This is an optimization exercise on Yosys and OpenROAD, whose aim is small area and a short achievable clock period, not a production implementation. At most, simulation tests tie the RTL to the original design; equivalence was not proved. Power is estimated from default activity; no workload was simulated.

Setup of run H:
==> flow/design.v (excerpt) <==
module pe_with_buffers (
    input  logic        clk,
    input  logic        rst_n,
    input  logic        cyc,
    input  logic        stb,
    input  logic        we,
    input  logic [2:0]  adr,
    input  logic [31:0] dat_w,
    output logic [31:0] dat_r,
    output logic        ack,
    output logic        m_valid,
    output logic [24:0] m_beat,
    output logic        pe_ready,
    output logic        pe_idle
);
    localparam logic [3:0] S_RESET         = 4'd0;
    localparam logic [3:0] S_IDLE          = 4'd1;
    localparam logic [3:0] S_LOAD          = 4'd2;
    localparam logic [3:0] S_READY         = 4'd3;
    localparam logic [3:0] S_WAIT_MID      = 4'd4;
    localparam logic [3:0] S_WRITE_MID     = 4'd5;
    localparam logic [3:0] S_WAIT_LAST     = 4'd6;
    localparam logic [3:0] S_WRITE_LAST    = 4'd7;
    localparam logic [3:0] S_RST_CNT       = 4'd8;
    localparam logic [3:0] S_IDLE_LC       = 4'd9;
    localparam logic [3:0] S_READY_LC      = 4'd10;
    localparam logic [3:0] S_WAIT_MID_LC   = 4'd11;
    localparam logic [3:0] S_WRITE_MID_LC  = 4'd12;
    localparam logic [3:0] S_WAIT_LAST_LC  = 4'd13;
    localparam logic [3:0] S_WRITE_LAST_LC = 4'd14;
    localparam logic [3:0] S_RST_CNT_LC    = 4'd15;
    logic [3:0]  state, state_d;
    logic        first_chan, last_chan, ready_flag;
    logic [23:0] kernel;
    logic [23:0] bias;
    logic [23:0] kern_q;
    logic [1:0]  win_cnt;
    logic        out_valid;
    logic [4:0]  wr_addr;
    logic        row_done;
    logic pending, is_pixel, accept, wr_acc, is_cmd;
    logic load_kernel, mid_row, last_row, pixel_valid;
    logic row_active, in_row;
    assign in_row      = (state == S_WAIT_MID) || (state == S_WRITE_MID) ||
                         (state == S_WAIT_LAST) || (state == S_WRITE_LAST) ||
                         (state == S_WAIT_MID_LC) || (state == S_WRITE_MID_LC) ||
                         (state == S_WAIT_LAST_LC) || (state == S_WRITE_LAST_LC);
    assign row_active  = in_row && !row_done;
    assign pending     = cyc && stb && !ack;
    assign is_pixel    = we && (adr == 3'd4);
  ...
export LEC_CHECK = 0
export ABC_AREA = 1
export CAP_MARGIN = 20
export CORE_MARGIN = 2
export CORE_UTILIZATION = 62
export CTS_CLUSTER_DIAMETER = 60
export CTS_CLUSTER_SIZE = 25
export PLACE_DENSITY = 0.74
export SLEW_MARGIN = 20
create_clock -name core_clock -period 10.0 [get_ports {clk}]
standard.sh (not shown) runs the stock make flow with config.mk's settings and CLKGATE_MAP_FILE= SYNTH_SCRIPT=/design/flow/synth_recipe.tcl, a recipe that flattens the netlist after the stock synthesis.
==> flow/flow/run.sh <==
#!/bin/bash
# The standard layout (standard.sh, unchanged synthesis), with timing repair
# aimed below the clock period and plain buffers on the ports.
set -euo pipefail
cd "$(dirname "${BASH_SOURCE[0]}")/.."
bash standard.sh SETUP_SLACK_MARGIN=6.7 TNS_END_PERCENT=100 \
    "BUFFER_PORTS_ARGS=-buffer_cell sky130_fd_sc_hd__buf_2" finish > flow_make.log 2>&1
Edits applied to the flow inputs when going from run H to run K:
diff --git a/flow/design.v b/flow/design.v
--- a/flow/design.v
+++ b/flow/design.v
@@ -186,13 +186,12 @@
         booth_rows = {c2, s2};
     endfunction
     logic        win_full;
     logic [11:0] dig_in;      
     logic [11:0] sdig_q;      
     logic        pv_q;        
-    logic        pv_q2;       
     logic [16:0] ps_q, pc_q;  
     logic [16:0] m1_q;        
     logic [17:0] m0_q;        
     logic [16:0] n0_q;        
     logic [23:0] sum_q;       
     assign win_full = (win_cnt == 2'd2);
@@ -228,25 +227,22 @@
     assign rows_sh = booth_rows(sdig_q, wp_sh, wn_sh);
     assign prod_sh = rows_sh[16:0] + rows_sh[33:17];
     always_ff @(posedge clk) begin
         ps_q  <= rows_in[16:0];
         pc_q  <= rows_in[33:17];
         pv_q  <= pixel_valid;
-        pv_q2 <= pv_q;
         if (pixel_valid) begin
             sdig_q <= dig_in;
         end
         wp_sh <= pixel_valid ? w1p : w0p;
         wn_sh <= pixel_valid ? w1n : w0n;
         if (pv_q) begin
             m1_q <= prod_sh;
             m0_q <= {1'b0, n0_q} - M0_OFS;
         end
-        if (pv_q2) begin
-            n0_q <= prod_sh;
-        end
+        n0_q <= prod_sh;
     end
     logic [23:0] ring [4][8];
     logic [2:0]  rot  [4];
     logic [23:0] base;
     logic [23:0] wr_data;
     logic [4:0]  wr_addr_d;
Findings:
In run K relative to run H, maximum frequency had gone up slightly.
Run K gives more clock network latency to the later pin of the worst-skew pair than run H did.
Diff run H -> run K: combinational share of power picked up an extra 1.5 points, final cell count without fillers went down.
The run showing the greater clock power is run H.
As of run K, global-route wire length before repair had fallen by a little under 10% compared to run H.
STATUS number of DRC markers in iteration 0: run K wins against run H
In terms of number of sequential cells, run K and run H differ only marginally.
When run K is measured against run H, its number of buffers outside the clock class in the layout turns out 5 higher.
Against run H, run K reports a synthesized cell count that is lower.
Clock network power share in run K vs run H: down 0.7 points

* * *

pe_with_buffers, a different RTL version from the one above (not shown whole).
For scale: about 1100 flip-flops, about 100 I/O pins, roughly 40000 um^2 of cells after synthesis.
clock: 10.0 ns
lec_check: 0
cap_margin: 20
core_margin: 2
core_utilization: 60
place_density: 0.72
slew_margin: 20
Scripts as last shown in full above: flow/flow/run.sh
Then changed:
--- a/flow/design.v
+++ b/flow/design.v
@@ -199,16 +199,22 @@
     logic        pv_q2;       
     logic [16:0] ps_q, pc_q;  
     logic [16:0] m1_q;        
     logic [17:0] m0_q;        
     logic [16:0] n0_q;        
     logic [23:0] sum_q;       
     assign win_full = (win_cnt == 2'd2);
+    logic [26:0] kneg_q;
     always_ff @(posedge clk) begin
-        if (wr_kernel) kern_q <= kernel;
+        if (wr_kernel) begin
+            kern_q <= kernel;
+            kneg_q <= {9'd0 - {kernel[23], kernel[23:16]},
+                       9'd0 - {kernel[15], kernel[15:8]},
+                       9'd0 - {kernel[7], kernel[7:0]}};
+        end
     end
     always_ff @(posedge clk) begin
         if (!rst_n) begin
             win_cnt   <= '0;
             out_valid <= 1'b0;
         end else begin
             out_valid <= pixel_valid && win_full;
@@ -219,17 +225,17 @@
             end
         end
     end
     logic [9:0] w0p, w1p, w2p, w0n, w1n, w2n;
     assign w0p = {{2{kern_q[7]}},  kern_q[7:0]};
     assign w1p = {{2{kern_q[15]}}, kern_q[15:8]};
     assign w2p = {{2{kern_q[23]}}, kern_q[23:16]};
-    assign w0n = 10'd0 - w0p;
-    assign w1n = 10'd0 - w1p;
-    assign w2n = 10'd0 - w2p;
+    assign w0n = {kneg_q[8],  kneg_q[8:0]};
+    assign w1n = {kneg_q[17], kneg_q[17:9]};
+    assign w2n = {kneg_q[26], kneg_q[26:18]};
     logic [33:0] rows_in;
     assign dig_in  = booth_enc(dat_w[7:0]);
     assign rows_in = booth_rows(dig_in, w2p, w2n);
     logic [33:0] rows_sh;
     logic [16:0] prod_sh;
     logic [9:0]  wp_sh, wn_sh;
     assign rows_sh = booth_rows(sdig_q, wp_sh, wn_sh);
Total power came out lower by 1.2%.
Clock power decreases by 5.1%.
Worst setup slack gets better by 0.042 ns.
Routed wire length went down by 2.3%.
Cell area drops by 0.53%.
Die area rises by 1.3%.
Maximum frequency rises by 1.0%.
Global-route usage falls by 0.64 points.
Synthesized area rose by 1.3%.
Register-to-register slack improves by 0.04 ns.
First-iteration DRC count hardly moves.
For the second run of this note, only the layout was checked, not whether the RTL still works.

## what the ideal ports hide
In the flow no input, the clock included, has a driving cell. The finished layouts below were timed again as built, in two steps. Step 1 assumes that a clkbuf_16 drives the clock port and a buf_2 every other input. Step 2, shift: input delay + t, output delay - t, t = (earliest + latest rising clock arrival at the registers) / 2. This alone moves slack from input paths to output paths. Three values: no drivers, after step 1, after step 2; two values: the first two.
run	t (ns)	setup slack, ns	slew at the worst register clock pin (ns)
run H	0.703	6.405 / 6.338 / 5.817	0.11 / 0.11
run K	0.713	6.434 / 6.367 / 5.833	0.11 / 0.11
the first run of note 2	0.726	5.914 / 5.914 / 5.788	0.07 / 0.07
the second run of note 2	0.728	5.956 / 5.956 / 5.655	0.07 / 0.07
After both steps setup and hold are still met in every run listed. The setup slack of run K, which loses most, moves by -0.067 ns with the drivers and by -0.601 ns with both steps.
